This design comes from an exercise in tuning for small area on the open sky130 flow, not from production work. At most, simulation tests tie the RTL to the original design; equivalence was not proved. Function not checked in run 1: the RTL went through the layout flow alone. Power is estimated from default activity; no workload was simulated.

`design.v`:
```
package spwm_pkg;
    localparam int CNT_W   = 16;
    localparam int ANGLE_W = 8;
    localparam int NIB_W   = 4;
    localparam int PWM_W   = 3;
    localparam int CLAW_W  = 2;
    localparam int DB_W    = 7;
    localparam int STEP_W  = 7;
    localparam int DIV_W   = 4;
    localparam int REG_IDX_W = 3;
    localparam int PHASE_W = 2;
    localparam logic [REG_IDX_W-1:0] REG_PERIOD_TOP    = 3'd0;
    localparam logic [REG_IDX_W-1:0] REG_PULSE_OFFSET  = 3'd1;
    localparam logic [REG_IDX_W-1:0] REG_PULSE_LIMIT   = 3'd2;
    localparam logic [REG_IDX_W-1:0] REG_DEADBAND      = 3'd3;
    localparam logic [REG_IDX_W-1:0] REG_SLEW_STEP     = 3'd4;
    localparam logic [REG_IDX_W-1:0] REG_SLEW_INTERVAL = 3'd5;
    localparam logic [REG_IDX_W-1:0] REG_QUIET_LOW     = 3'd6;
    localparam logic [REG_IDX_W-1:0] REG_QUIET_HIGH    = 3'd7;
    localparam logic [CNT_W-1:0]  RST_PERIOD_TOP    = 16'd19999;
    localparam logic [CNT_W-1:0]  RST_PULSE_OFFSET  = 16'd400;
    localparam logic [CNT_W-1:0]  RST_PULSE_LIMIT   = 16'd2200;
    localparam logic [DB_W-1:0]   RST_DEADBAND      = 7'd7;
    localparam logic [STEP_W-1:0] RST_SLEW_STEP     = 7'd10;
    localparam logic [DIV_W-1:0]  RST_SLEW_INTERVAL = 4'd10;
    localparam logic [CNT_W-1:0]  RST_QUIET_LOW     = 16'd300;
    localparam logic [CNT_W-1:0]  RST_QUIET_HIGH    = 16'd2300;
    localparam logic [ANGLE_W-1:0] ANGLE_CENTER = 8'd90;
    localparam logic [ANGLE_W-1:0] ANGLE_ZERO   = 8'd0;
    localparam logic [ANGLE_W-1:0] TARGET_MAX   = 8'd180;
    localparam int                 PULSE_SCALE  = 10;
    localparam logic [NIB_W-1:0] NIB_STROBE  = 4'b1100;
    localparam logic [NIB_W-1:0] NIB_LOW     = 4'b0011;
    localparam logic [NIB_W-1:0] CAPTURE_RST = 4'b1111;
    localparam logic [PHASE_W-1:0] PH_YAW    = 2'd0;
    localparam logic [PHASE_W-1:0] PH_ROLL   = 2'd1;
    localparam logic [PHASE_W-1:0] PH_CLAW   = 2'd2;
    localparam logic [PHASE_W-1:0] PH_UNUSED = 2'd3;
    localparam logic [CLAW_W-1:0] CLAW_NONE  = 2'd0;
    localparam logic [CLAW_W-1:0] CLAW_OPEN  = 2'd1;
    localparam logic [CLAW_W-1:0] CLAW_CLOSE = 2'd2;
    localparam logic [CLAW_W-1:0] CLAW_EMPTY = 2'd3;
    typedef struct packed {
        logic [PWM_W-1:0]  pwm_levels;
        logic [CLAW_W-1:0] claw_event;
        logic              frame_error;
    } res_t;
endpackage
import spwm_pkg::*;
module servo_pwm_with_nibble_command_link_top #(
    parameter int SERVO_COUNT = 3
) (
    input  logic                              clk,
    input  logic                              rst_n,
    input  logic                              in_valid,
    output logic                              in_stall,
    input  logic [spwm_pkg::NIB_W-1:0]        port_nibble,
    output logic                              out_valid,
    input  logic                              out_stall,
    output logic [spwm_pkg::PWM_W-1:0]        pwm_levels,
    output logic [spwm_pkg::CLAW_W-1:0]       claw_event,
    output logic                              frame_error,
    input  logic                              cfg_valid,
    output logic                              cfg_ready,
    input  logic [spwm_pkg::REG_IDX_W-1:0]    cfg_index,
    input  logic [spwm_pkg::CNT_W-1:0]        cfg_data
);
    function automatic logic ge16(input logic [15:0] x, input logic [15:0] y);
        logic c;
        c = 1'b1;
        for (int i = 0; i < 16; i++)
            c = (x[i] & ~y[i]) | ((x[i] | ~y[i]) & c);
        ge16 = c;
    endfunction
    function automatic logic ge9(input logic [8:0] x, input logic [8:0] y);
        logic c;
        c = 1'b1;
        for (int i = 0; i < 9; i++)
            c = (x[i] & ~y[i]) | ((x[i] | ~y[i]) & c);
        ge9 = c;
    endfunction
    function automatic logic ges10(input logic [9:0] x, input logic [9:0] y);
        logic c;
        logic [9:0] xs, ys;
        xs = {~x[9], x[8:0]};
        ys = {~y[9], y[8:0]};
        c = 1'b1;
        for (int i = 0; i < 10; i++)
            c = (xs[i] & ~ys[i]) | ((xs[i] | ~ys[i]) & c);
        ges10 = c;
    endfunction
    function automatic logic [3:0] div5_step(input logic [2:0] r, input logic b);
        logic q;
        logic [2:0] n;
        q    = r[2] | (r[1] & (r[0] | b));
        n[2] = (r[1] & ~r[0] & ~b) | (r[2] & b);
        n[1] = (~r[1] & r[0]) | (r[1] & r[0] & b) | (r[2] & ~b);
        n[0] = (~r[2] & ~r[1] & b) | (r[1] & r[0] & ~b) | (r[2] & ~b);
        div5_step = {q, n};
    endfunction
    logic [15:0] period_top_reg, pulse_offset_reg, pulse_limit_reg;
    logic [15:0] quiet_low_reg, quiet_high_reg;
    logic [6:0]  deadband_reg;
    logic [6:0]  slew_step_reg;
    logic [3:0]  slew_interval_reg;
    logic [15:0] period_top, pulse_offset, pulse_limit, quiet_low, quiet_high;
    logic [6:0]  deadband, slew_step;
    logic [3:0]  slew_interval;
    assign period_top    = period_top_reg    ^ RST_PERIOD_TOP;
    assign pulse_offset  = ~pulse_offset_reg;
    assign pulse_limit   = pulse_limit_reg   ^ RST_PULSE_LIMIT;
    assign deadband      = deadband_reg      ^ RST_DEADBAND;
    assign slew_step     = slew_step_reg     ^ RST_SLEW_STEP;
    assign slew_interval = slew_interval_reg ^ RST_SLEW_INTERVAL;
    assign quiet_low     = quiet_low_reg     ^ RST_QUIET_LOW;
    assign quiet_high    = quiet_high_reg    ^ RST_QUIET_HIGH;
    logic [15:0] count_reg;
    logic [3:0]  div_reg;
    logic [7:0]  angle_reg  [3];
    logic [7:0]  target_reg [3];
    logic [2:0]  phase_reg;        
    logic [2:0]  pin_reg;
    logic        out_valid_reg, full_reg;
    logic [5:0]  old_reg;
    logic        accept, take, act;
    logic        strobe, full_n, in_window, period_end, do_slew, cnt_zero, clr;
    logic [2:0]  nudge_up, nudge_dn;
    logic        err;
    logic [1:0]  claw;
    logic [2:0]  phase_next;
    logic [2:0]  pin_next;
    logic [7:0]  target_next [3];
    logic [7:0]  angle_next  [3];
    logic [15:0] count_next;
    logic [3:0]  div_next;
    assign take      = out_valid_reg & ~out_stall;
    assign accept    = in_valid & ~full_reg;
    assign in_stall  = full_reg;
    assign cfg_ready = 1'b1;
    assign strobe     = port_nibble[3] & port_nibble[2];
    assign full_n     = port_nibble[1] & port_nibble[0];
    assign in_window  = ge16(count_reg, quiet_low) & ge16(quiet_high, count_reg);
    assign period_end = ge16(count_reg, period_top);
    assign cnt_zero   = ~|count_reg;
    assign act        = accept & ~in_window;
    assign clr        = accept & period_end;
    always_comb
    begin
        logic [3:0] d;
        d[0] = ~div_reg[0];
        d[1] = div_reg[1] ^ div_reg[0];
        d[2] = div_reg[2] ^ (div_reg[1] & div_reg[0]);
        d[3] = div_reg[3] ^ (div_reg[2] & div_reg[1] & div_reg[0]);
        do_slew = clr & ge9({5'd0, d}, {5'd0, slew_interval});
    end
    localparam logic [2:0] ST_YAW   = 3'b000;    
    localparam logic [2:0] ST_ERR   = 3'b001;    
    localparam logic [2:0] ST_OPEN  = 3'b010;    
    localparam logic [2:0] ST_CLOSE = 3'b100;    
    localparam logic [2:0] ST_EMPTY = 3'b110;    
    localparam logic [2:0] ST_ROLL  = 3'b011;
    localparam logic [2:0] ST_CLAW  = 3'b101;
    logic in_yaw;
    assign in_yaw = ~phase_reg[0] | ~(phase_reg[1] | phase_reg[2]);
    assign err    = phase_reg[0] & ~phase_reg[1] & ~phase_reg[2];
    assign claw   = phase_reg[2:1] & {2{~phase_reg[0]}};
    always_comb
    begin
        phase_next = in_yaw ? ST_YAW : phase_reg;
        nudge_up   = '0;
        nudge_dn   = '0;
        if (!in_window)
        begin
            if (in_yaw)
            begin
                if (strobe)
                begin
                    if (full_n)
                        phase_next = ST_ERR;
                    else
                    begin
                        phase_next  = ST_ROLL;
                        nudge_up[0] = port_nibble[1];
                        nudge_dn[0] = !port_nibble[1] && port_nibble[0];
                    end
                end
            end
            else if (!phase_reg[2])
            begin
                if (!strobe)
                begin
                    if (full_n)
                        phase_next = ST_ERR;
                    else
                    begin
                        phase_next  = ST_CLAW;
                        nudge_up[1] = port_nibble[3];
                        nudge_dn[1] = !port_nibble[3] && port_nibble[2];
                        nudge_up[2] = port_nibble[1];
                        nudge_dn[2] = !port_nibble[1] && port_nibble[0];
                    end
                end
            end
            else
            begin
                if (strobe || !full_n)
                    phase_next = ST_ERR;
                else if (port_nibble[3])
                    phase_next = ST_OPEN;
                else if (port_nibble[2])
                    phase_next = ST_CLOSE;
                else
                    phase_next = ST_EMPTY;
            end
        end
    end
    logic [16:0] dif;           
    logic        dif_big;       
    logic [8:0]  quo;           
    logic        ge_lim;
    always_comb
    begin
        logic c;
        logic [2:0] r;
        logic [3:0] s;
        c = 1'b1;
        for (int i = 0; i < 16; i++)
        begin
            dif[i] = count_reg[i] ^ pulse_offset_reg[i] ^ c;
            c = (count_reg[i] & pulse_offset_reg[i]) | ((count_reg[i] | pulse_offset_reg[i]) & c);
        end
        dif[16] = c;
        dif_big = |dif[15:12];
        r = dif[11:9];
        quo[8] = r[2] & (r[1] | r[0]);
        r = quo[8] ? (r - 3'd5) : r;
        for (int i = 7; i >= 0; i--)
        begin
            s = div5_step(r, dif[i+1]);
            quo[i] = s[3];
            r = s[2:0];
        end
        ge_lim = ge16(count_reg, pulse_limit);
    end
    always_comb
    begin
        for (int i = 0; i < 3; i++)
        begin
            logic clr_pin;
            clr_pin = in_window & (ge_lim | (dif[16] & (dif_big | ge9(quo, {1'b0, angle_reg[i]}))));
            pin_next[i] = accept ? ((cnt_zero | pin_reg[i]) & ~clr_pin) : pin_reg[i];
        end
    end
    logic [9:0] kst;      
    always_comb
    begin
        logic c;
        c = 1'b1;
        for (int j = 0; j < 10; j++)
        begin
            logic x, y;
            x = (j < 7) ? slew_step[j] : 1'b0;
            y = (j < 7) ? ~deadband[j] : 1'b1;
            kst[j] = x ^ y ^ c;
            c = (x & y) | ((x | y) & c);
        end
    end
    for (genvar i = 0; i < 3; i++)
    begin : g_servo
        logic [7:0] tn, tnb, r;
        logic [9:0] e;
        logic       up, down, over, add, sub, bor;
        always_comb
        begin
            logic [7:0] t;
            logic       at_max, tz, en, dn, c;
            t      = target_reg[i];
            at_max = t[7] & t[5] & t[4] & t[2];
            tz     = ~|t;
            dn     = ~nudge_up[i];
            en     = act & ((nudge_up[i] & ~at_max) | (nudge_dn[i] & ~tz));
            c = en;
            for (int j = 0; j < 8; j++)
            begin
                tn[j]  = t[j] ^ c;
                tnb[j] = t[j] ~^ c;
                c = c & (t[j] ^ dn);
            end
        end
        always_comb
        begin
            logic c;
            c = 1'b0;
            for (int j = 0; j < 10; j++)
            begin
                logic x, z;
                x = (j < 8) ? tnb[j] : 1'b1;
                z = (j < 8) ? angle_reg[i][j] : 1'b0;
                e[j] = ~(x ^ z ^ c);
                c = (x & z) | ((x | z) & c);
            end
        end
        always_comb
        begin
            logic c;
            logic [9:0] dbx;
            dbx  = {3'b000, deadband};
            up   = ~ges10(dbx, e);                
            c = 1'b0;
            for (int j = 0; j < 9; j++)
                c = (e[j] & dbx[j]) | ((e[j] | dbx[j]) & c);
            down = e[9] ^ c;                      
            over = ~ges10(e, kst);                
        end
        assign add = do_slew & up & ~over;
        assign sub = do_slew & ~up & down;
        always_comb
        begin
            logic c;
            logic [7:0] a, y;
            a = angle_reg[i];
            for (int j = 0; j < 8; j++)
                y[j] = ((j < 7) ? (slew_step[j] & (add | sub)) : 1'b0) ^ sub;
            c = sub;
            for (int j = 0; j < 8; j++)
            begin
                r[j] = a[j] ^ y[j] ^ c;
                c = (a[j] & y[j]) | ((a[j] | y[j]) & c);
            end
            bor = sub & ~c;
        end
        assign target_next[i] = tn;
        assign angle_next[i]  = bor ? 8'd0 : r;
    end
    always_comb
    begin
        logic c;
        c = accept;
        for (int j = 0; j < 16; j++)
        begin
            count_next[j] = (count_reg[j] ^ c) & ~clr;
            c = c & count_reg[j];
        end
        c = clr;
        for (int j = 0; j < 4; j++)
        begin
            div_next[j] = (div_reg[j] ^ c) & ~do_slew;
            c = c & div_reg[j];
        end
    end
    always_ff @(posedge clk or negedge rst_n)
    begin
        if (!rst_n)
        begin
            period_top_reg    <= '0;
            pulse_offset_reg  <= ~RST_PULSE_OFFSET;
            pulse_limit_reg   <= '0;
            deadband_reg      <= '0;
            slew_step_reg     <= '0;
            slew_interval_reg <= '0;
            quiet_low_reg     <= '0;
            quiet_high_reg    <= '0;
        end
        else if (cfg_valid)
        begin
            case (cfg_index)
                3'd0: period_top_reg    <= cfg_data ^ RST_PERIOD_TOP;
                3'd1: pulse_offset_reg  <= ~cfg_data;
                3'd2: pulse_limit_reg   <= cfg_data ^ RST_PULSE_LIMIT;
                3'd3: deadband_reg      <= cfg_data[6:0] ^ RST_DEADBAND;
                3'd4: slew_step_reg     <= cfg_data[6:0] ^ RST_SLEW_STEP;
                3'd5: slew_interval_reg <= cfg_data[3:0] ^ RST_SLEW_INTERVAL;
                3'd6: quiet_low_reg     <= cfg_data ^ RST_QUIET_LOW;
                default: quiet_high_reg <= cfg_data ^ RST_QUIET_HIGH;
            endcase
        end
    end
    always_ff @(posedge clk or negedge rst_n)
    begin
        if (!rst_n)
        begin
            count_reg     <= '0;
            div_reg       <= '0;
            phase_reg     <= 3'b000;
            pin_reg       <= '0;
            angle_reg[0]  <= 8'd0;
            angle_reg[1]  <= 8'd90;
            angle_reg[2]  <= 8'd90;
            target_reg[0] <= 8'd90;
            target_reg[1] <= 8'd90;
            target_reg[2] <= 8'd90;
        end
        else
        begin
            count_reg <= count_next;
            div_reg   <= div_next;
            pin_reg   <= pin_next;
            if (accept)
                phase_reg <= phase_next;
            for (int i = 0; i < 3; i++)
            begin
                angle_reg[i]  <= angle_next[i];
                target_reg[i] <= target_next[i];
            end
        end
    end
    always_ff @(posedge clk or negedge rst_n)
    begin
        if (!rst_n)
        begin
            out_valid_reg <= 1'b0;
            full_reg      <= 1'b0;
        end
        else
        begin
            if (full_reg)
            begin
                if (take)
                    full_reg <= 1'b0;
            end
            else if (accept)
            begin
                if (out_valid_reg && !take)
                    full_reg <= 1'b1;
                else
                    out_valid_reg <= 1'b1;
            end
            else if (take)
                out_valid_reg <= 1'b0;
        end
    end
    always_ff @(posedge clk)
    begin
        if (accept && out_valid_reg && !take)
            old_reg <= {pin_reg, claw, err};
    end
    assign out_valid   = out_valid_reg;
    assign pwm_levels  = full_reg ? old_reg[5:3] : pin_reg;
    assign claw_event  = full_reg ? old_reg[2:1] : claw;
    assign frame_error = full_reg ? old_reg[0]   : err;
endmodule
```
`flow/run.sh`:
```
#!/bin/bash
set -euo pipefail
W=$(pwd)
RES=orfs/results/${FLOW_PLATFORM}/servo_pwm_with_nibble_command_link_top/base
export AREA_ABC_SCRIPT=$W/flow/abc_area.script

# reference: the standard synthesis, in a folder of its own
sed "s|WORK_HOME=[^ ]*|WORK_HOME=$W/ref|" standard.sh > ref_standard.sh
bash ref_standard.sh synth > synth_ref.log 2>&1

# the area synthesis and the rest of the layout
sed "s|SYNTH_SCRIPT=[^ ]*|SYNTH_SCRIPT=$W/flow/synth_area.tcl|" standard.sh > area_standard.sh
bash area_standard.sh synth > synth_area.log 2>&1

python3 flow/flops.py ref/results/${FLOW_PLATFORM}/servo_pwm_with_nibble_command_link_top/base/1_2_yosys.v > flops_ref.txt
python3 flow/flops.py $RES/1_2_yosys.v > flops_area.txt
if ! cmp -s flops_ref.txt flops_area.txt || [ ! -s flops_ref.txt ]; then
  echo "flip-flops differ from the standard synthesis; using the standard netlist" | tee fallback.txt
  rm -f $RES/1_synth.odb $RES/1_synth.sdc
  cp ref/results/${FLOW_PLATFORM}/servo_pwm_with_nibble_command_link_top/base/1_2_yosys.v $RES/1_2_yosys.v
  bash area_standard.sh synth > synth_fallback.log 2>&1
fi

bash area_standard.sh "BUFFER_PORTS_ARGS=-buffer_cell sky130_fd_sc_hd__buf_1" finish > layout.log 2>&1
```
`flow/abc_area.script`:
```
strash
&get -n
&deepsyn -T 90
&put
strash
dch -f
map -a
strash
dch -f
amap
topo
```
`flow/flops.py`:
```
# Lists a netlist's flip-flops as "name celltype" (drive strength removed), sorted.
import re, sys
cells = []
for line in open(sys.argv[1]):
    m = re.match(r'\s*(sky130_fd_sc_hd__(?:df|edf|sdf|dl)\w*?)(?:_\d+)?\s+(\S+)\s*\(', line)
    if m:
        cells.append(f"{m.group(2)} {m.group(1)}")
print("\n".join(sorted(cells)))
```
`flow/synth_area.tcl`:
```
# The standard synthesis script (synth_recipe.tcl), with two changes: the final ABC
# technology mapping runs an area-oriented script (flow/abc_area.script) in place of
# ORFS's timing-driven one, and only full adders (not half adders) are extracted as adder
# cells. Registers and their names are untouched by these steps.
proc synth {args} { yosys synth -nofsm -noshare {*}$args }
proc abc {args} {
  set i [lsearch -exact $args -script]
  if { $i >= 0 } { lset args [expr {$i + 1}] $::env(AREA_ABC_SCRIPT) }
  yosys abc {*}$args
}
proc extract_fa {args} { yosys extract_fa -fa }
source $::env(SCRIPTS_DIR)/synth.tcl
# left out here: clear keep_hierarchy, flatten, clean up, hide names made inside functions, write 1_2_yosys.v
```
`standard.sh`:
```
#!/bin/bash
# synth_recipe.tcl (not shown) runs the flow's synth.tcl, then flattens the netlist and writes it again
# the make line also repeats each setting of config.mk as NAME=value (left out here)
make -C /OpenROAD-flow-scripts/flow DESIGN_CONFIG=/design/flow/config.mk WORK_HOME=/design/flow/orfs CLKGATE_MAP_FILE= SYNTH_SCRIPT=/design/flow/synth_recipe.tcl "${@:-finish}"
```
`config.mk`:
```
export PLATFORM = sky130hd
export DESIGN_NAME = servo_pwm_with_nibble_command_link_top
export DESIGN_NICKNAME = servo_pwm_with_nibble_command_link_top
export VERILOG_FILES = /design/flow/design.v
export SDC_FILE = /design/flow/constraint.sdc
export NUM_CORES = 4
export LEC_CHECK = 0
export ABC_AREA = 1
export CAP_MARGIN = 20
export CORE_MARGIN = 2
export CORE_UTILIZATION = 65
export CTS_BUF_LIST = sky130_fd_sc_hd__clkbuf_8
export SLEW_MARGIN = 20
```
`constraint.sdc`:
```
create_clock -name core_clock -period 12.0 [get_ports {clk}]
set_input_delay 2.4000 -clock core_clock [delete_from_list [all_inputs] [get_ports {clk}]]
set_output_delay 2.4000 -clock core_clock [all_outputs]
set_load 0.01 [all_outputs]
```
==> impl_metrics.prom, run 1 <==
# TYPE chip_impl_metric gauge
chip_impl_metric{name="antennaDiodeCount",unit=""} 0
chip_impl_metric{name="grt_use_met1",unit=""} 0.457
chip_impl_info{name="status",value="no timing/DRC/antenna violations"} 1
chip_impl_metric{name="number_of_endpoints_failing_setup_at_the_final_stage",unit=""} 0
chip_impl_info{name="cts-root-buf",value="sky130_fd_sc_hd__clkbuf_8"} 1
chip_impl_metric{name="sw_frac_of_total",unit=""} 0.503
chip_impl_metric{name="dp_hpwl",unit="um"} 21200
chip_impl_metric{name="detail_route.drc_violations",unit=""} 0
chip_impl_metric{name="post_layout_nonfiller_instances",unit=""} 1501
chip_impl_metric{name="power_frac_comb",unit=""} 0.614
chip_impl_metric{name="via_count",unit=""} 9395
chip_impl_metric{name="cell_internal_pwr",unit="mW"} 1.85
chip_impl_metric{name="timing_worst_slew_pin_value",unit="ns"} 0.969
chip_impl_metric{name="async_flop_share",unit=""} 0.967
chip_impl_info{name="critPathLaunch",value="count_reg[0]"} 1
chip_impl_info{name="grt_setup_unrepaired",value="false"} 1
chip_impl_metric{name="grt_util_all_layers",unit=""} 0.333
chip_impl_metric{name="netlist_instances",unit=""} 1211
chip_impl_metric{name="setup_total_negative_slack",unit="ns"} 0
chip_impl_metric{name="routabilityCongestion",unit=""} 0.938
chip_impl_metric{name="largest_net_degree_at_the_start_of_global_routing",unit=""} 77
chip_impl_metric{name="path_max_fanout",unit=""} 8
chip_impl_metric{name="grt_antenna_before_repair",unit=""} 0
chip_impl_metric{name="clk_pin_slew_worst_paths",unit="ns"} 0.09
chip_impl_metric{name="floorplan.rows",unit=""} 46
chip_impl_metric{name="irDropWorstVdd",unit="uV"} 168
chip_impl_metric{name="port_buffers",unit=""} 35
chip_impl_metric{name="cts_post_setup_buffers_inserted",unit=""} 0
chip_impl_info{name="cpMostUsedCell",value="sky130_fd_sc_hd__fa_1"} 1
chip_impl_metric{name="timing_max_transition_violations_final",unit=""} 0
chip_impl_metric{name="yosysSeqAreaShare",unit=""} 0.427
chip_impl_metric{name="post_route_cells_drive_above_1_share",unit=""} 0.0677
chip_impl_info{name="leading_cell_type_in_the_layout_fill_and_taps_excluded",value="sky130_fd_sc_hd__clkinv_1"} 1
chip_impl_metric{name="min_period_over_period",unit=""} 0.931
chip_impl_info{name="cp-end-kind",value="register"} 1
chip_impl_metric{name="cp.required",unit="ns"} 12.34
chip_impl_metric{name="htreeDepth",unit=""} 4
chip_impl_info{name="timing.hold.worst.class",value="register to register"} 1
chip_impl_metric{name="cellLeakagePower",unit="nW"} 4.36
chip_impl_metric{name="gr-usage-met2",unit=""} 0.532
chip_impl_metric{name="post_drt_via_cell_ratio",unit=""} 6.26
chip_impl_info{name="timing.rr.end",value="angle_reg[2][5]"} 1
chip_impl_info{name="crit_type",value="register to register"} 1
chip_impl_info{name="top_usage_layer",value="met2"} 1
chip_impl_metric{name="core",unit="sq um"} 16000
chip_impl_metric{name="synth.ff_latch_count",unit=""} 180
chip_impl_metric{name="mappedNetlistArea",unit="sq um"} 10700
chip_impl_metric{name="dieArea",unit="sq um"} 17500
chip_impl_metric{name="ctsResizeCount",unit=""} 0
chip_impl_metric{name="clock-sinks",unit=""} 180
chip_impl_metric{name="route.final.wire_length",unit="um"} 28000
chip_impl_metric{name="initialDrtViolationCount",unit=""} 758
chip_impl_metric{name="die_h",unit="um"} 132
chip_impl_metric{name="maxCapViolCount",unit=""} 0
chip_impl_metric{name="via_count_of_the_first_global_routing_pass",unit=""} 8969
chip_impl_info{name="holdPathEnd",value="pulse_offset_reg[11]"} 1
chip_impl_metric{name="wire_per_inst",unit="um"} 18.7
chip_impl_metric{name="dp.cells",unit=""} 1469
chip_impl_metric{name="postSynthAreaPerCell",unit="sq um"} 8.85
chip_impl_metric{name="cts_inserted_buffers",unit=""} 17
chip_impl_metric{name="netlist-cell-type-count",unit=""} 43
chip_impl_metric{name="grt_use_met3",unit=""} 0.0605
chip_impl_metric{name="max_stage_delay",unit="ns"} 0.54
chip_impl_metric{name="num_io_pins",unit=""} 37
chip_impl_info{name="timing.rr.start",value="count_reg[0]"} 1
chip_impl_metric{name="cellPowerDensity",unit="nW/um^2"} 319
chip_impl_metric{name="antenna_violating_nets_post_route",unit=""} 0
chip_impl_metric{name="layout.nets",unit=""} 1363
chip_impl_metric{name="number_of_enable_flip_flop_cells_after_synthesis",unit=""} 6
chip_impl_metric{name="finalHoldViolations",unit=""} 0
chip_impl_metric{name="postCtsHoldBufs",unit=""} 0
chip_impl_metric{name="sequentialPowerShare",unit=""} 0.270
chip_impl_metric{name="hold_depth",unit=""} 2
chip_impl_info{name="cp_launch_type",value="register"} 1
chip_impl_info{name="final_cell_mix",value="sky130_fd_sc_hd__clkinv_1, sky130_fd_sc_hd__nor2_1, sky130_fd_sc_hd__dfrtp_1"} 1
chip_impl_metric{name="worst-r2r-cell-count",unit=""} 51
chip_impl_metric{name="slew-limit-headroom",unit=""} 0.349
chip_impl_metric{name="drt_pass1_iterations",unit=""} 8
chip_impl_metric{name="clkPwrFrac",unit=""} 0.116
chip_impl_metric{name="total_switching_power",unit="mW"} 1.87
chip_impl_metric{name="ys_warns",unit=""} 5
chip_impl_metric{name="worst_skew_pair.late_latency",unit="ns"} 0.47
chip_impl_info{name="leading_register_cell_type_out_of_synthesis",value="sky130_fd_sc_hd__dfrtp_1"} 1
chip_impl_metric{name="die_w",unit="um"} 132
chip_impl_metric{name="worst_clk_skew",unit="ns"} 0.0182
chip_impl_metric{name="final_period_minus_worst_setup_slack",unit="ns"} 11.18
chip_impl_metric{name="grt_first_pass_wirelength",unit="um"} 45900
chip_impl_info{name="worst_hold_startpoint",value="pulse_offset_reg[11]"} 1
chip_impl_metric{name="postSynthNetCount",unit=""} 1302
chip_impl_info{name="critical_path.slowest_cell",value="sky130_fd_sc_hd__fa_1"} 1
chip_impl_info{name="cts_tree",value="built"} 1
chip_impl_metric{name="total_global_routing_overflow",unit=""} 0
chip_impl_metric{name="area_growth_synth_to_finish",unit="%"} 8.65
chip_impl_metric{name="max_freq",unit="MHz"} 89.5
chip_impl_metric{name="cts-root-to-sink-buffers",unit=""} 2
chip_impl_metric{name="initial_utilization",unit=""} 0.670
chip_impl_metric{name="critPathArrivalTime",unit="ns"} 11.52
chip_impl_metric{name="reg2reg_setup_slack",unit="ns"} 0.82
[through the flow]
step                utilization  worst slack (ns)  total power, mW  area (sq um)  hold WS (ns)
floorplan                     -              1.57             2.61         10700         0.449
global placement          0.700             0.669             3.17         11200         0.485
detailed placement        0.700             0.483             3.22         11200         0.495
CTS                       0.726             0.454             3.65         11600         0.516
global route              0.728            0.0296             4.01         11600         0.533
finish                    0.728             0.823             3.72         11600         0.516
[critical path, delay by kind of cell, from the launching register on]
family / cells / cell delay (ns)
buf+inv: 5 / 0.60
flops: 1 / 0.38
simple gates: 12 / 1.98
compound gates: 21 / 3.31
fa+ha+maj: 13 / 4.79
[synthesized netlist by cell type (2+ instances only)]
master,number,area (sq um)
sky130_fd_sc_hd__a21o_1,2,15.0
sky130_fd_sc_hd__nand3_1,9,45.0
sky130_fd_sc_hd__o21ai_0,79,395
sky130_fd_sc_hd__o32ai_1,4,35.0
sky130_fd_sc_hd__a211oi_1,19,143
sky130_fd_sc_hd__a21oi_1,108,541
sky130_fd_sc_hd__clkinv_1,207,777
sky130_fd_sc_hd__nor2b_1,21,131
sky130_fd_sc_hd__a31oi_1,7,43.8
sky130_fd_sc_hd__o221a_1,2,22.5
sky130_fd_sc_hd__nand4_1,4,25.0
sky130_fd_sc_hd__a222oi_1,7,70.1
sky130_fd_sc_hd__nand2b_1,2,12.5
sky130_fd_sc_hd__a22o_1,2,17.5
sky130_fd_sc_hd__nand2_1,77,289
sky130_fd_sc_hd__fa_1,63,1260
sky130_fd_sc_hd__o22ai_1,82,513
sky130_fd_sc_hd__o211ai_1,7,52.6
sky130_fd_sc_hd__a21boi_0,3,22.5
sky130_fd_sc_hd__a2111oi_0,3,26.3
sky130_fd_sc_hd__o221ai_1,36,315
sky130_fd_sc_hd__dfrtp_1,141,3530
sky130_fd_sc_hd__o22a_1,7,61.3
sky130_fd_sc_hd__o21a_1,11,82.6
sky130_fd_sc_hd__or2_0,4,25.0
sky130_fd_sc_hd__o21bai_1,6,45.0
sky130_fd_sc_hd__a22oi_1,8,60.1
sky130_fd_sc_hd__edfxtp_1,6,180
sky130_fd_sc_hd__a221oi_1,18,158
sky130_fd_sc_hd__dfstp_2,33,867
sky130_fd_sc_hd__nor3_1,24,120
sky130_fd_sc_hd__or3_1,3,18.8
sky130_fd_sc_hd__nor2_1,193,724
sky130_fd_sc_hd__nor4_1,4,25.0
[how the worst max path moves through the flow]
| stage | to | slack, ns |
|---|---|---|
| after floorplan | angle_reg[1][0] | 1.57 |
| after global placement | angle_reg[2][5] | 0.67 |
| after detailed placement | angle_reg[1][0] | 0.48 |
| after CTS | angle_reg[2][0] | 0.45 |
| after global routing | angle_reg[2][0] | 0.03 |
| final | angle_reg[2][5] | 0.82 |
[metal layers]
metal,vias up,part of all wire
li1,4421,-
met1,4540,0.42
met2,377,0.49
met3,57,0.060
met4,0,0.032
met5,-,0
[logic make-up after synthesis]
logic type / after synthesis / share of synthesized area
AOI/OAI and AO/OA: 417 / 0.249
adders and majority gates: 63 / 0.118
buffers and inverters: 208 / 0.0732
DFF: 180 / 0.427
other: 1 / 0.000350
and+or+nand+nor: 342 / 0.133
[power by group through the flow]
stage	clock network, mW	registers [mW]	logic, mW
finish	0.431	1.00	2.28
global route	0.459	1.03	2.52
CTS	0.433	0.998	2.22
detailed placement	0	1.01	2.21
global placement	0	1.00	2.17
floorplan	0	0.953	1.66
[layout make-up]
class                      instances  area [sq um]
inverter                         207           777
multi-input combinational        823          5420
clock inverter                    13           150
clock buffer                      19           262
timing repair buffer              43           195
tap                              216           270
fill                            1247          4350
sequential                       180          4580
==> run 2, diff against run 1 <==
--- a/design.v
+++ b/design.v
@@ -107,7 +107,7 @@
     logic [6:0]  deadband, slew_step;
     logic [3:0]  slew_interval;
     assign period_top    = period_top_reg    ^ RST_PERIOD_TOP;
-    assign pulse_offset  = ~pulse_offset_reg;
+    assign pulse_offset  = pulse_offset_reg  ^ RST_PULSE_OFFSET;
     assign pulse_limit   = pulse_limit_reg   ^ RST_PULSE_LIMIT;
     assign deadband      = deadband_reg      ^ RST_DEADBAND;
     assign slew_step     = slew_step_reg     ^ RST_SLEW_STEP;
@@ -226,8 +226,8 @@
         c = 1'b1;
         for (int i = 0; i < 16; i++)
         begin
-            dif[i] = count_reg[i] ^ pulse_offset_reg[i] ^ c;
-            c = (count_reg[i] & pulse_offset_reg[i]) | ((count_reg[i] | pulse_offset_reg[i]) & c);
+            dif[i] = count_reg[i] ^ ~pulse_offset[i] ^ c;
+            c = (count_reg[i] & ~pulse_offset[i]) | ((count_reg[i] | ~pulse_offset[i]) & c);
         end
         dif[16] = c;
         dif_big = |dif[15:12];
@@ -353,7 +353,7 @@
         if (!rst_n)
         begin
             period_top_reg    <= '0;
-            pulse_offset_reg  <= ~RST_PULSE_OFFSET;
+            pulse_offset_reg  <= '0;
             pulse_limit_reg   <= '0;
             deadband_reg      <= '0;
             slew_step_reg     <= '0;
@@ -365,7 +365,7 @@
         begin
             case (cfg_index)
                 3'd0: period_top_reg    <= cfg_data ^ RST_PERIOD_TOP;
-                3'd1: pulse_offset_reg  <= ~cfg_data;
+                3'd1: pulse_offset_reg  <= cfg_data ^ RST_PULSE_OFFSET;
                 3'd2: pulse_limit_reg   <= cfg_data ^ RST_PULSE_LIMIT;
                 3'd3: deadband_reg      <= cfg_data[6:0] ^ RST_DEADBAND;
                 3'd4: slew_step_reg     <= cfg_data[6:0] ^ RST_SLEW_STEP;
--- a/config.mk
+++ b/config.mk
@@ -8,6 +8,6 @@
 export ABC_AREA = 1
 export CAP_MARGIN = 20
 export CORE_MARGIN = 2
-export CORE_UTILIZATION = 65
+export CORE_UTILIZATION = 40
 export CTS_BUF_LIST = sky130_fd_sc_hd__clkbuf_8
 export SLEW_MARGIN = 20
==> impl_metrics.prom, run 2 <==
# TYPE chip_impl_metric gauge
chip_impl_metric{name="die_w",unit="um"} 168
chip_impl_metric{name="initialDrtViolationCount",unit=""} 610
chip_impl_metric{name="port_buffers",unit=""} 35
chip_impl_metric{name="layout.nets",unit=""} 1379
chip_impl_info{name="cp_launch_type",value="register"} 1
chip_impl_metric{name="fillCellCount",unit=""} 2578
chip_impl_metric{name="route.final.wire_length",unit="um"} 29400
chip_impl_metric{name="worst_skew_pair.late_latency",unit="ns"} 0.49
chip_impl_metric{name="clkPwrFrac",unit=""} 0.127
chip_impl_metric{name="cts_inserted_buffers",unit=""} 17
chip_impl_metric{name="postSynthAreaPerCell",unit="sq um"} 8.83
chip_impl_metric{name="critPathArrivalTime",unit="ns"} 11.62
chip_impl_metric{name="clk_pin_slew_worst_paths",unit="ns"} 0.11
chip_impl_metric{name="via_count",unit=""} 9212
chip_impl_info{name="top_usage_layer",value="met2"} 1
chip_impl_metric{name="ys_warns",unit=""} 5
chip_impl_metric{name="drt_pass1_iterations",unit=""} 8
chip_impl_metric{name="layout_setup_ws",unit="ns"} 0.746
chip_impl_info{name="synth_area_leader_cell",value="sky130_fd_sc_hd__dfrtp_1"} 1
chip_impl_metric{name="grt_use_met1",unit=""} 0.292
chip_impl_metric{name="antennaDiodeCount",unit=""} 0
chip_impl_metric{name="sequentialPowerShare",unit=""} 0.279
chip_impl_metric{name="maxCapViolCount",unit=""} 0
chip_impl_metric{name="grt_util_all_layers",unit=""} 0.215
chip_impl_info{name="cts_tree",value="built"} 1
chip_impl_metric{name="worst_clk_skew",unit="ns"} 0.0205
chip_impl_metric{name="mappedNetlistArea",unit="sq um"} 10800
chip_impl_metric{name="core",unit="sq um"} 26700
chip_impl_metric{name="cp.required",unit="ns"} 12.37
chip_impl_info{name="cpMostUsedCell",value="sky130_fd_sc_hd__fa_1"} 1
chip_impl_metric{name="routabilityCongestion",unit=""} 0.905
chip_impl_metric{name="cell_internal_pwr",unit="mW"} 1.77
chip_impl_info{name="post-synth-top-count-cell",value="sky130_fd_sc_hd__clkinv_1"} 1
chip_impl_metric{name="cellPowerDensity",unit="nW/um^2"} 294
chip_impl_metric{name="htreeDepth",unit=""} 4
chip_impl_metric{name="post_layout_nonfiller_instances",unit=""} 1642
chip_impl_metric{name="dp_hpwl",unit="um"} 22200
chip_impl_metric{name="max_freq",unit="MHz"} 88.9
chip_impl_metric{name="dp.cells",unit=""} 1609
chip_impl_metric{name="netlist_instances",unit=""} 1219
chip_impl_metric{name="place_ws",unit="ns"} 0.0247
chip_impl_info{name="timing.hold.worst.class",value="register to register"} 1
chip_impl_info{name="crit_type",value="register to register"} 1
chip_impl_metric{name="power_frac_comb",unit=""} 0.593
chip_impl_metric{name="irDropWorstVdd",unit="uV"} 166
chip_impl_metric{name="total_switching_power",unit="mW"} 1.74
chip_impl_metric{name="post_route_cell_area",unit="sq um"} 11900
chip_impl_metric{name="postSynthNetCount",unit=""} 1310
chip_impl_metric{name="post_route_cells_drive_above_1_share",unit=""} 0.0630
chip_impl_metric{name="max_stage_delay",unit="ns"} 0.53
chip_impl_metric{name="grt_antenna_before_repair",unit=""} 0
chip_impl_metric{name="antenna_violating_nets_post_route",unit=""} 0
chip_impl_metric{name="finalHoldViolations",unit=""} 0
chip_impl_metric{name="grt_first_pass_wirelength",unit="um"} 47600
chip_impl_metric{name="number_of_endpoints_failing_setup_at_the_final_stage",unit=""} 0
chip_impl_metric{name="synth.ff_latch_count",unit=""} 180
chip_impl_metric{name="multi_input_area",unit="sq um"} 5480
chip_impl_info{name="leading_post_synthesis_cells_by_cell_area",value="sky130_fd_sc_hd__dfrtp_1, sky130_fd_sc_hd__fa_1, sky130_fd_sc_hd__clkinv_1"} 1
chip_impl_info{name="status",value="no timing/DRC/antenna violations"} 1
chip_impl_metric{name="number_of_enable_flip_flop_cells_after_synthesis",unit=""} 6
chip_impl_metric{name="dieArea",unit="sq um"} 28200
chip_impl_metric{name="timing_max_transition_violations_final",unit=""} 0
chip_impl_metric{name="grt_use_met3",unit=""} 0.0306
chip_impl_metric{name="num_io_pins",unit=""} 37
chip_impl_metric{name="final_period_minus_worst_setup_slack",unit="ns"} 11.25
chip_impl_metric{name="floorplan.rows",unit=""} 60
chip_impl_info{name="leading_register_cell_type_out_of_synthesis",value="sky130_fd_sc_hd__dfrtp_1"} 1
chip_impl_metric{name="sw_frac_of_total",unit=""} 0.496
chip_impl_info{name="yosys-top-cells-count",value="sky130_fd_sc_hd__clkinv_1, sky130_fd_sc_hd__nor2_1, sky130_fd_sc_hd__dfrtp_1"} 1
chip_impl_metric{name="min_period_over_period",unit=""} 0.938
chip_impl_metric{name="initial_utilization",unit=""} 0.404
chip_impl_metric{name="slew-limit-headroom",unit=""} 0.428
chip_impl_metric{name="cellLeakagePower",unit="nW"} 4.61
chip_impl_metric{name="synth.top_cell.area_share",unit=""} 0.358
chip_impl_metric{name="yosysSeqAreaShare",unit=""} 0.424
chip_impl_metric{name="gr-usage-met2",unit=""} 0.366
chip_impl_metric{name="clock-sinks",unit=""} 180
chip_impl_metric{name="place_area",unit="sq um"} 11500
chip_impl_metric{name="wire_per_inst",unit="um"} 17.9
chip_impl_metric{name="area_growth_synth_to_finish",unit="%"} 11.0
chip_impl_metric{name="detail_route.drc_violations",unit=""} 0
chip_impl_metric{name="async_flop_share",unit=""} 0.967
chip_impl_info{name="cts-root-buf",value="sky130_fd_sc_hd__clkbuf_8"} 1
chip_impl_metric{name="largest_net_degree_at_the_start_of_global_routing",unit=""} 144
chip_impl_metric{name="path_max_fanout",unit=""} 8
chip_impl_metric{name="post_drt_via_cell_ratio",unit=""} 5.61
chip_impl_metric{name="netlist-cell-type-count",unit=""} 47
chip_impl_info{name="critical_path.slowest_cell",value="sky130_fd_sc_hd__fa_1"} 1
chip_impl_metric{name="cts-root-to-sink-buffers",unit=""} 2
chip_impl_metric{name="total_power",unit="mW"} 3.52
chip_impl_info{name="final_cell_mix",value="sky130_fd_sc_hd__clkinv_1, sky130_fd_sc_hd__nor2_1, sky130_fd_sc_hd__dfrtp_1"} 1
chip_impl_metric{name="die_h",unit="um"} 168
chip_impl_info{name="cp-end-kind",value="register"} 1
chip_impl_info{name="leading_cell_type_in_the_layout_fill_and_taps_excluded",value="sky130_fd_sc_hd__clkinv_1"} 1
chip_impl_metric{name="timing_worst_slew_pin_value",unit="ns"} 0.853
chip_impl_metric{name="via_count_of_the_first_global_routing_pass",unit=""} 8902
chip_impl_metric{name="register_area",unit="sq um"} 4560
chip_impl_metric{name="total_global_routing_overflow",unit=""} 0
==> run 2: critical path, delay by kind of cell (launching register included) <==
kind / cells / cell delay, ns
DFF: 1 / 0.40
adders and majority gates: 13 / 4.89
and+or+nand+nor: 13 / 1.55
AOI/OAI and AO/OA: 21 / 3.67
buffers and inverters: 6 / 0.62
==> run 2: what timing repair did <==
| item | in CTS | in global routing |
|---|---|---|
| resized for setup | 1 | 17 |
| pin swaps | 0 | 1 |
| buffers inserted | 0 | 1 |
| endpoints found under the setup margin | 4 | 24 |
| hold buffers | 0 | 0 |
| cloned | 0 | 0 |
==> run 2: cell type report <==
type,instances,share of cell area
multi-input cells,829,0.459
well taps,341,0.0357
clock inverters,15,0.0157
repair buffers,51,0.0224
inverters,209,0.0657
flip-flops and latches,180,0.382
clock buffers,17,0.0196
==> run 2: per-layer routing <==
layer  routed length [um]  vias up
met5                    0        -
met4                  522        0
met3                 1210       42
met2                14200      243
met1                13400     4483
li1                     -     4444
==> run 2: path summary, 6_finish.rpt <==
| kind | startpoint | endpoint | slack [ns] | cells after the start |
|---|---|---|---|---|
| max | count_reg[0] | angle_reg[1][7] | 0.75 | 53 |
| min | pin_reg[2] | old_reg[5] | 0.51 | 0 |
| max reg2reg | count_reg[0] | angle_reg[1][7] | 0.75 | 53 |
| min reg2reg | pin_reg[2] | old_reg[5] | 0.51 | 0 |
| max in group asynchronous | rst_n | count_reg[1] | 8.93 | 2 |
| min in group asynchronous | rst_n | target_reg[0][0] | 1.88 | 1 |
==> run 2: cell families (layout without fill, tap and decap cells) <==
logic type / after synthesis / in the layout / synth area share
AOI/OAI and AO/OA: 416 / 416 / 0.250
and+or+nand+nor: 348 / 348 / 0.134
buffers and inverters: 210 / 292 / 0.0736
DFF: 180 / 180 / 0.424
adders and majority gates: 63 / 63 / 0.117
other: 1 / 1 / 0.000348
xor gates and xnor gates: 1 / 1 / 0.000814
==> run 2: through the flow <==
step | util | TNS [ns] | hold slack, ns
floorplan | - | 0 | 0.449
global placement | 0.430 | 0 | 0.492
detailed placement | 0.430 | 0 | 0.492
CTS | 0.446 | 0 | 0.522
global route | 0.448 | -0.0259 | 0.542
finish | 0.448 | 0 | 0.511
==> run 2: power by group through the flow <==
stage / logic (mW) / clock network (mW) / registers, mW
3_5_place_dp: 2.04 / 0 / 0.990
4_1_cts: 2.06 / 0.459 / 0.979
6_report: 2.09 / 0.447 / 0.982
2_1_floorplan: 1.55 / 0 / 0.935
5_1_grt: 2.35 / 0.482 / 1.01
3_3_place_gp: 2.02 / 0 / 0.989
==> run 3, diff against run 2 <==
--- a/design.v
+++ b/design.v
@@ -107,7 +107,7 @@
     logic [6:0]  deadband, slew_step;
     logic [3:0]  slew_interval;
     assign period_top    = period_top_reg    ^ RST_PERIOD_TOP;
-    assign pulse_offset  = pulse_offset_reg  ^ RST_PULSE_OFFSET;
+    assign pulse_offset  = ~pulse_offset_reg;
     assign pulse_limit   = pulse_limit_reg   ^ RST_PULSE_LIMIT;
     assign deadband      = deadband_reg      ^ RST_DEADBAND;
     assign slew_step     = slew_step_reg     ^ RST_SLEW_STEP;
@@ -226,8 +226,8 @@
         c = 1'b1;
         for (int i = 0; i < 16; i++)
         begin
-            dif[i] = count_reg[i] ^ ~pulse_offset[i] ^ c;
-            c = (count_reg[i] & ~pulse_offset[i]) | ((count_reg[i] | ~pulse_offset[i]) & c);
+            dif[i] = count_reg[i] ^ pulse_offset_reg[i] ^ c;
+            c = (count_reg[i] & pulse_offset_reg[i]) | ((count_reg[i] | pulse_offset_reg[i]) & c);
         end
         dif[16] = c;
         dif_big = |dif[15:12];
@@ -252,9 +252,11 @@
         end
     end
     logic [9:0] kst;      
+    logic [9:0] kmin;
     always_comb
     begin
         logic c;
+        logic [9:0] dp1;
         c = 1'b1;
         for (int j = 0; j < 10; j++)
         begin
@@ -264,12 +266,19 @@
             kst[j] = x ^ y ^ c;
             c = (x & y) | ((x | y) & c);
         end
+        c = 1'b1;
+        for (int j = 0; j < 10; j++)
+        begin
+            dp1[j] = ((j < 7) ? deadband[j] : 1'b0) ^ c;
+            c = c & ((j < 7) ? deadband[j] : 1'b0);
+        end
+        kmin = ges10(kst, dp1) ? kst : dp1;
     end
     for (genvar i = 0; i < 3; i++)
     begin : g_servo
         logic [7:0] tn, tnb, r;
         logic [9:0] e;
-        logic       up, down, over, add, sub, bor;
+        logic       add, sub, bor;
         always_comb
         begin
             logic [7:0] t;
@@ -304,16 +313,13 @@
         begin
             logic c;
             logic [9:0] dbx;
-            dbx  = {3'b000, deadband};
-            up   = ~ges10(dbx, e);                
+            dbx = {3'b000, deadband};
             c = 1'b0;
             for (int j = 0; j < 9; j++)
                 c = (e[j] & dbx[j]) | ((e[j] | dbx[j]) & c);
-            down = e[9] ^ c;                      
-            over = ~ges10(e, kst);                
+            sub = do_slew & (e[9] ^ c);           
+            add = do_slew & ges10(e, kmin);       
         end
-        assign add = do_slew & up & ~over;
-        assign sub = do_slew & ~up & down;
         always_comb
         begin
             logic c;
@@ -353,7 +359,7 @@
         if (!rst_n)
         begin
             period_top_reg    <= '0;
-            pulse_offset_reg  <= '0;
+            pulse_offset_reg  <= ~RST_PULSE_OFFSET;
             pulse_limit_reg   <= '0;
             deadband_reg      <= '0;
             slew_step_reg     <= '0;
@@ -365,7 +371,7 @@
         begin
             case (cfg_index)
                 3'd0: period_top_reg    <= cfg_data ^ RST_PERIOD_TOP;
-                3'd1: pulse_offset_reg  <= cfg_data ^ RST_PULSE_OFFSET;
+                3'd1: pulse_offset_reg  <= ~cfg_data;
                 3'd2: pulse_limit_reg   <= cfg_data ^ RST_PULSE_LIMIT;
                 3'd3: deadband_reg      <= cfg_data[6:0] ^ RST_DEADBAND;
                 3'd4: slew_step_reg     <= cfg_data[6:0] ^ RST_SLEW_STEP;
--- a/flow/run.sh
+++ b/flow/run.sh
@@ -21,4 +21,6 @@
   bash area_standard.sh synth > synth_fallback.log 2>&1
 fi
 
-bash area_standard.sh "BUFFER_PORTS_ARGS=-buffer_cell sky130_fd_sc_hd__buf_1" finish > layout.log 2>&1
+bash area_standard.sh "BUFFER_PORTS_ARGS=-buffer_cell sky130_fd_sc_hd__buf_1" \
+  "CTS_ARGS=-sink_clustering_enable -repair_clock_nets -buf_list sky130_fd_sc_hd__clkbuf_8 -dont_use_dummy_load" \
+  finish > layout.log 2>&1
==> impl_metrics.prom, run 3 <==
# TYPE chip_impl_metric gauge
chip_impl_metric{name="synth.top_cell.area_share",unit=""} 0.330
chip_impl_metric{name="mappedNetlistArea",unit="sq um"} 10700
chip_impl_metric{name="dieArea",unit="sq um"} 28000
chip_impl_metric{name="critical_path.n_buffers_inverters",unit=""} 5
chip_impl_metric{name="clkPwrFrac",unit=""} 0.098
chip_impl_metric{name="largest_net_degree_at_the_start_of_global_routing",unit=""} 78
chip_impl_metric{name="synth.ff_latch_count",unit=""} 180
chip_impl_info{name="status",value="no timing/DRC/antenna violations"} 1
chip_impl_metric{name="wire_per_inst",unit="um"} 17.5
chip_impl_metric{name="sequentialPowerShare",unit=""} 0.297
chip_impl_metric{name="slew-limit-headroom",unit=""} 0.349
chip_impl_metric{name="irDropWorstVdd",unit="uV"} 169
chip_impl_metric{name="htreeDepth",unit=""} 4
chip_impl_metric{name="ys_warns",unit=""} 5
chip_impl_metric{name="via_count_of_the_first_global_routing_pass",unit=""} 8933
chip_impl_metric{name="async_flop_share",unit=""} 0.967
chip_impl_metric{name="routabilityCongestion",unit=""} 0.883
chip_impl_metric{name="total_switching_power",unit="mW"} 1.61
chip_impl_metric{name="sw_frac_of_total",unit=""} 0.489
chip_impl_metric{name="number_of_enable_flip_flop_cells_after_synthesis",unit=""} 6
chip_impl_metric{name="initial_utilization",unit=""} 0.409
chip_impl_metric{name="post_route_cells_drive_above_1_share",unit=""} 0.0670
chip_impl_metric{name="port_buffers",unit=""} 35
chip_impl_metric{name="max_stage_delay",unit="ns"} 0.53
chip_impl_metric{name="grt_util_all_layers",unit=""} 0.211
chip_impl_metric{name="floorplan.rows",unit=""} 59
chip_impl_metric{name="critPathArrivalTime",unit="ns"} 11.33
chip_impl_metric{name="max_freq",unit="MHz"} 90.9
chip_impl_metric{name="initialDrtViolationCount",unit=""} 573
chip_impl_info{name="timing.hold.worst.class",value="register to register"} 1
chip_impl_info{name="final_cell_mix",value="sky130_fd_sc_hd__clkinv_1, sky130_fd_sc_hd__nor2_1, sky130_fd_sc_hd__dfrtp_1"} 1
chip_impl_metric{name="die_h",unit="um"} 167
chip_impl_info{name="leading_register_cell_type_out_of_synthesis",value="sky130_fd_sc_hd__dfrtp_1"} 1
chip_impl_metric{name="dp_hpwl",unit="um"} 21900
chip_impl_metric{name="path_max_fanout",unit=""} 8
chip_impl_metric{name="postSynthAreaPerCell",unit="sq um"} 8.91
chip_impl_metric{name="final_period_minus_worst_setup_slack",unit="ns"} 11.00
chip_impl_info{name="cts-root-buf",value="sky130_fd_sc_hd__clkbuf_8"} 1
chip_impl_info{name="leading_post_synthesis_cells_by_cell_area",value="sky130_fd_sc_hd__dfrtp_1, sky130_fd_sc_hd__fa_1, sky130_fd_sc_hd__dfstp_2"} 1
chip_impl_metric{name="timing_worst_slew_pin_value",unit="ns"} 0.966
chip_impl_metric{name="grt_first_pass_wirelength",unit="um"} 47200
chip_impl_metric{name="netlist_instances",unit=""} 1199
chip_impl_info{name="cp-end-kind",value="register"} 1
chip_impl_metric{name="post_drt_via_cell_ratio",unit=""} 5.58
chip_impl_metric{name="clock-sinks",unit=""} 180
chip_impl_metric{name="antennaDiodeCount",unit=""} 0
chip_impl_info{name="cpMostUsedCell",value="sky130_fd_sc_hd__fa_1"} 1
chip_impl_metric{name="timing_max_transition_violations_final",unit=""} 0
chip_impl_metric{name="grt_antenna_before_repair",unit=""} 0
chip_impl_metric{name="cp.required",unit="ns"} 12.33
chip_impl_metric{name="netlist-cell-type-count",unit=""} 46
chip_impl_metric{name="min_period_over_period",unit=""} 0.917
chip_impl_metric{name="cellPowerDensity",unit="nW/um^2"} 281
chip_impl_metric{name="yosysSeqAreaShare",unit=""} 0.428
chip_impl_info{name="crit_type",value="register to register"} 1
chip_impl_metric{name="die_w",unit="um"} 167
chip_impl_metric{name="postSynthNetCount",unit=""} 1290
chip_impl_metric{name="maxCapViolCount",unit=""} 0
chip_impl_metric{name="finalHoldViolations",unit=""} 0
chip_impl_metric{name="antenna_violating_nets_post_route",unit=""} 0
chip_impl_metric{name="total_power",unit="mW"} 3.29
chip_impl_metric{name="postCtsHoldBufs",unit=""} 0
chip_impl_metric{name="layout.nets",unit=""} 1361
chip_impl_info{name="post-synth-top-count-cell",value="sky130_fd_sc_hd__clkinv_1"} 1
chip_impl_metric{name="cell_internal_pwr",unit="mW"} 1.68
chip_impl_metric{name="detail_route.drc_violations",unit=""} 0
chip_impl_metric{name="total_global_routing_overflow",unit=""} 0
chip_impl_metric{name="core",unit="sq um"} 26100
chip_impl_metric{name="cellLeakagePower",unit="nW"} 4.43
chip_impl_metric{name="route.final.wire_length",unit="um"} 28100
chip_impl_metric{name="drt_pass1_iterations",unit=""} 16
chip_impl_metric{name="number_of_endpoints_failing_setup_at_the_final_stage",unit=""} 0
chip_impl_info{name="cp_launch_type",value="register"} 1
chip_impl_info{name="leading_cell_type_in_the_layout_fill_and_taps_excluded",value="sky130_fd_sc_hd__clkinv_1"} 1
chip_impl_metric{name="via_count",unit=""} 8938
chip_impl_metric{name="cts-root-to-sink-buffers",unit=""} 2
chip_impl_metric{name="cts_inserted_buffers",unit=""} 17
chip_impl_info{name="yosys-top-cells-count",value="sky130_fd_sc_hd__clkinv_1, sky130_fd_sc_hd__nor2_1, sky130_fd_sc_hd__dfrtp_1"} 1
chip_impl_metric{name="worst_skew_pair.late_latency",unit="ns"} 0.47
chip_impl_metric{name="power_frac_comb",unit=""} 0.605
chip_impl_info{name="critical_path.slowest_cell",value="sky130_fd_sc_hd__or4_4"} 1
chip_impl_metric{name="clk_pin_slew_worst_paths",unit="ns"} 0.09
chip_impl_metric{name="area_growth_synth_to_finish",unit="%"} 9.66
chip_impl_metric{name="worst_clk_skew",unit="ns"} 0.0405
chip_impl_metric{name="timing.hold.ws",unit="ns"} 0.493
chip_impl_metric{name="num_io_pins",unit=""} 37
chip_impl_metric{name="finalCoreUtilization",unit=""} 0.448
chip_impl_info{name="cts_tree",value="built"} 1
chip_impl_info{name="synth_area_leader_cell",value="sky130_fd_sc_hd__dfrtp_1"} 1
chip_impl_info{name="path_delay_family",value="adder cells"} 1
run 3: changes by cell type after synthesis, sizes merged, moves of 9 or more:
cell    before  now
nor2       205  182
o21ai       71   94
nor3        10   25
dfrtp      154  141
dfstp       20   33
clkinv     209  200
run 3: what timing repair did:
item | in CTS | in global routing
buffers inserted | 0 | 3
endpoints found under the setup margin | 0 | 24
gates resized for setup | 0 | 21
hold endpoints to repair | 0 | 0
run 3: cells by family after synthesis:
| group | share of synthesized area |
|---|---|
| buffers and inverters | 0.0710 |
| DFF | 0.428 |
| adders and majority gates | 0.118 |
| AOI/OAI and AO/OA | 0.255 |
| and+or+nand+nor | 0.127 |
| other | 0.000351 |
run 3: worst reg2reg max path, delay by kind of cell, from the launching register on:
| family | cells | cell delay [ns] |
|---|---|---|
| adders and majority gates | 14 | 5.23 |
| and+or+nand+nor | 9 | 1.54 |
| buffers and inverters | 5 | 0.58 |
| AOI/OAI and AO/OA | 23 | 3.08 |
| DFF | 1 | 0.46 |
run 3: path summary, 6_finish.rpt:
check,start,end,slack [ns],cells after the start
min in group asynchronous,rst_n,phase_reg[1],1.91,1
max,count_reg[1],angle_reg[1][2],1.0,51
max in group asynchronous,rst_n,pulse_offset_reg[4],8.87,2
min,div_reg[0],div_reg[2],0.49,1
min reg2reg,div_reg[0],div_reg[2],0.49,1
max reg2reg,count_reg[1],angle_reg[1][2],1.0,51
run 3: power by group through the flow:
stage / registers, mW / clock network (mW) / logic (mW)
after floorplan: 0.935 / 0 / 1.44
after global placement: 0.984 / 0 / 1.93
after detailed placement: 0.987 / 0 / 1.94
after CTS: 0.975 / 0.334 / 1.96
after global routing: 1.01 / 0.358 / 2.26
final: 0.977 / 0.323 / 1.99
run 3: cell type report:
type                       instances  area [sq um]
timing repair buffer              53           290
multi-input combinational        818          5450
sequential                       180          4580
inverter                         200           751
tap                              335           419
clock buffer                      17           234
fill                            2636         14400
run 3: per-layer routing:
layer | vias up | GRT usage | share of wire
met5 | - | 0 | 0
met4 | 0 | 0.0624 | 0.028
met3 | 42 | 0.0369 | 0.040
met2 | 203 | 0.347 | 0.48
met1 | 4300 | 0.289 | 0.45
li1 | 4393 | - | -
run 3: metrics by stage:
stage,worst slack [ns],cells,TNS (ns),cell area [sq um]
after floorplan,0.777,1199,0,10700
after global placement,0.298,1582,0,11400
after detailed placement,0.114,1582,0,11400
after CTS,0.216,1599,0,11600
after global routing,-0.00390,1603,-0.00390,11700
final,0.998,1603,0,11700
==> run 4, diff against run 3 <==
--- a/config.mk
+++ b/config.mk
@@ -8,6 +8,6 @@
 export ABC_AREA = 1
 export CAP_MARGIN = 20
 export CORE_MARGIN = 2
-export CORE_UTILIZATION = 40
+export CORE_UTILIZATION = 65
 export CTS_BUF_LIST = sky130_fd_sc_hd__clkbuf_8
 export SLEW_MARGIN = 20
==> impl_metrics.prom, run 4 <==
# TYPE chip_impl_metric gauge
chip_impl_info{name="status",value="no timing/DRC/antenna violations"} 1
chip_impl_metric{name="routabilityCongestion",unit=""} 0.980
chip_impl_metric{name="post_drt_via_cell_ratio",unit=""} 6.25
chip_impl_metric{name="synth.top_cell.area_share",unit=""} 0.330
chip_impl_metric{name="mappedNetlistArea",unit="sq um"} 10700
chip_impl_info{name="cp-end-kind",value="register"} 1
chip_impl_metric{name="postCtsHoldBufs",unit=""} 0
chip_impl_metric{name="max_freq",unit="MHz"} 88.9
chip_impl_metric{name="place_area",unit="sq um"} 11200
chip_impl_metric{name="drt_pass1_iterations",unit=""} 6
chip_impl_metric{name="htreeDepth",unit=""} 4
chip_impl_metric{name="cellPowerDensity",unit="nW/um^2"} 282
chip_impl_metric{name="setup_total_negative_slack",unit="ns"} 0
chip_impl_metric{name="antenna_violating_nets_post_route",unit=""} 0
chip_impl_metric{name="wire_per_inst",unit="um"} 18.4
chip_impl_metric{name="clock-sinks",unit=""} 180
chip_impl_metric{name="layout.nets",unit=""} 1357
chip_impl_metric{name="finalCoreUtilization",unit=""} 0.718
chip_impl_info{name="synth_area_leader_cell",value="sky130_fd_sc_hd__dfrtp_1"} 1
chip_impl_metric{name="floorplan.rows",unit=""} 46
chip_impl_info{name="leading_register_cell_type_out_of_synthesis",value="sky130_fd_sc_hd__dfrtp_1"} 1
chip_impl_info{name="path_delay_family",value="adder cells"} 1
chip_impl_metric{name="critical_path.n_buffers_inverters",unit=""} 7
chip_impl_metric{name="antennaDiodeCount",unit=""} 0
chip_impl_info{name="cts-root-buf",value="sky130_fd_sc_hd__clkbuf_8"} 1
chip_impl_metric{name="worst_clk_skew",unit="ns"} 0.0406
chip_impl_metric{name="cts_inserted_buffers",unit=""} 17
chip_impl_metric{name="netlist_instances",unit=""} 1199
chip_impl_metric{name="netlist-cell-type-count",unit=""} 46
chip_impl_metric{name="post_layout_nonfiller_instances",unit=""} 1480
chip_impl_info{name="leading_post_synthesis_cells_by_cell_area",value="sky130_fd_sc_hd__dfrtp_1, sky130_fd_sc_hd__fa_1, sky130_fd_sc_hd__dfstp_2"} 1
chip_impl_metric{name="async_flop_share",unit=""} 0.967
chip_impl_metric{name="number_of_endpoints_failing_setup_at_the_final_stage",unit=""} 0
chip_impl_metric{name="total_global_routing_overflow",unit=""} 0
chip_impl_metric{name="area_growth_synth_to_finish",unit="%"} 7.55
chip_impl_metric{name="critPathArrivalTime",unit="ns"} 11.57
chip_impl_metric{name="detail_route.drc_violations",unit=""} 0
chip_impl_metric{name="synth.ff_latch_count",unit=""} 180
chip_impl_metric{name="cellLeakagePower",unit="nW"} 4.39
chip_impl_info{name="post-synth-top-count-cell",value="sky130_fd_sc_hd__clkinv_1"} 1
chip_impl_metric{name="timing_worst_slew_pin_value",unit="ns"} 0.917
chip_impl_metric{name="final_period_minus_worst_setup_slack",unit="ns"} 11.25
chip_impl_metric{name="dieArea",unit="sq um"} 17500
chip_impl_metric{name="grt_util_all_layers",unit=""} 0.327
chip_impl_metric{name="dp.cells",unit=""} 1462
chip_impl_metric{name="finalHoldViolations",unit=""} 0
chip_impl_metric{name="irDropWorstVdd",unit="uV"} 197
chip_impl_metric{name="core",unit="sq um"} 16000
chip_impl_metric{name="post_route_cells_drive_above_1_share",unit=""} 0.0625
chip_impl_metric{name="total_power",unit="mW"} 3.25
chip_impl_info{name="leading_cell_type_in_the_layout_fill_and_taps_excluded",value="sky130_fd_sc_hd__clkinv_1"} 1
chip_impl_info{name="crit_type",value="register to register"} 1
chip_impl_metric{name="largest_net_degree_at_the_start_of_global_routing",unit=""} 76
chip_impl_metric{name="initial_utilization",unit=""} 0.668
chip_impl_metric{name="worst_skew_pair.late_latency",unit="ns"} 0.47
chip_impl_info{name="yosys-top-cells-count",value="sky130_fd_sc_hd__clkinv_1, sky130_fd_sc_hd__nor2_1, sky130_fd_sc_hd__dfrtp_1"} 1
chip_impl_metric{name="die_h",unit="um"} 132
chip_impl_metric{name="initialDrtViolationCount",unit=""} 679
chip_impl_metric{name="dp_hpwl",unit="um"} 20900
chip_impl_metric{name="cp.required",unit="ns"} 12.32
chip_impl_metric{name="path_max_fanout",unit=""} 8
chip_impl_metric{name="layout_setup_ws",unit="ns"} 0.748
chip_impl_metric{name="slew-limit-headroom",unit=""} 0.388
chip_impl_metric{name="postSynthNetCount",unit=""} 1290
chip_impl_info{name="cpMostUsedCell",value="sky130_fd_sc_hd__fa_1"} 1
chip_impl_metric{name="cts-root-to-sink-buffers",unit=""} 2
chip_impl_metric{name="via_count_of_the_first_global_routing_pass",unit=""} 8821
chip_impl_info{name="final_cell_mix",value="sky130_fd_sc_hd__clkinv_1, sky130_fd_sc_hd__nor2_1, sky130_fd_sc_hd__dfrtp_1"} 1
chip_impl_metric{name="postSynthAreaPerCell",unit="sq um"} 8.91
chip_impl_info{name="critical_path.slowest_cell",value="sky130_fd_sc_hd__or4_4"} 1
chip_impl_metric{name="num_io_pins",unit=""} 37
-- run 4: cell counts after synthesis --
No cell type changed its count.
-- run 4: kinds of logic after synthesis --
family | count (synthesis) | share of synthesized area
and+or+nand+nor | 328 | 0.127
adders and majority gates | 63 | 0.118
other | 1 | 0.000351
AOI/OAI and AO/OA | 426 | 0.255
DFF | 180 | 0.428
buffers and inverters | 201 | 0.0710
-- run 4: where the power goes --
group          internal, mW  total (mW)  leakage, nW  switching, mW
Sequential            0.799       0.979         2.07          0.180
Clock                 0.125       0.317        0.122          0.192
Combinational         0.739        1.95         2.20           1.21
Total                  1.66        3.25         4.39           1.58
-- run 4: path summary, 6_finish.rpt --
| path | start | end | slack [ns] | cells past startpoint |
|---|---|---|---|---|
| min reg2reg | div_reg[0] | div_reg[2] | 0.45 | 1 |
| max reg2reg | count_reg[1] | angle_reg[2][7] | 0.75 | 54 |
| max | count_reg[1] | angle_reg[2][7] | 0.75 | 54 |
| min in group asynchronous | rst_n | out_valid_reg | 1.98 | 1 |
| min | div_reg[0] | div_reg[2] | 0.45 | 1 |
| max in group asynchronous | rst_n | quiet_low_reg[7] | 7.95 | 3 |
-- run 4: layout make-up --
type / instances / area [sq um]
multi-input combinational: 818 / 5410
sequential: 180 / 4580
fill: 1302 / 4510
inverter: 200 / 754
tap: 216 / 270
timing repair buffer: 49 / 240
clock buffer: 17 / 234
-- run 4: per-layer routing --
metal | up-vias | track usage | wire length, um
met5 | - | 0 | 13
met4 | 2 | 0.130 | 1040
met3 | 86 | 0.0677 | 1860
met2 | 335 | 0.532 | 13000
met1 | 4452 | 0.437 | 11400
li1 | 4370 | - | -
-- run 4: repair_timing --
action,4_1_cts,5_1_grt
gates resized for setup,0,15
setup buffers,0,1
endpoints found under the setup margin,0,24

-- static timing again, ports no longer ideal --
In the flow no input, the clock included, has a driving cell. The finished layouts below were timed again as built, in two steps.
Step 1, drivers: a clkbuf_16 drives clk and a buf_2 each remaining input, both assumed.
Step 2 times the ports against the registers' clock, not the clock port: input delays grow and output delays shrink by t, the midpoint of the rising clock arrivals with the driver on.
Slacks: ideal ports / drivers / drivers and shift; pairs: ideal ports / drivers.
run	t (ns)	setup slack, ns	hold slack, ns	worst setup path at the end	clock arrival spread, ns
run 1	0.500	0.823 / 0.823 / 0.778	0.516 / 0.516 / 0.516	input to register	0.018 / 0.018
run 2	0.524	0.746 / 0.746 / 0.548	0.511 / 0.511 / 0.511	input to register	0.021 / 0.021
run 3	0.492	0.998 / 0.998 / 0.804	0.493 / 0.493 / 0.493	input to register	0.040 / 0.041
run 4	0.496	0.748 / 0.748 / 0.712	0.455 / 0.455 / 0.455	input to register	0.041 / 0.041
After both steps every run listed still meets setup and hold. For run 2, which loses most, drivers alone change the setup slack by 0.000 ns; drivers and shift together by -0.198 ns.
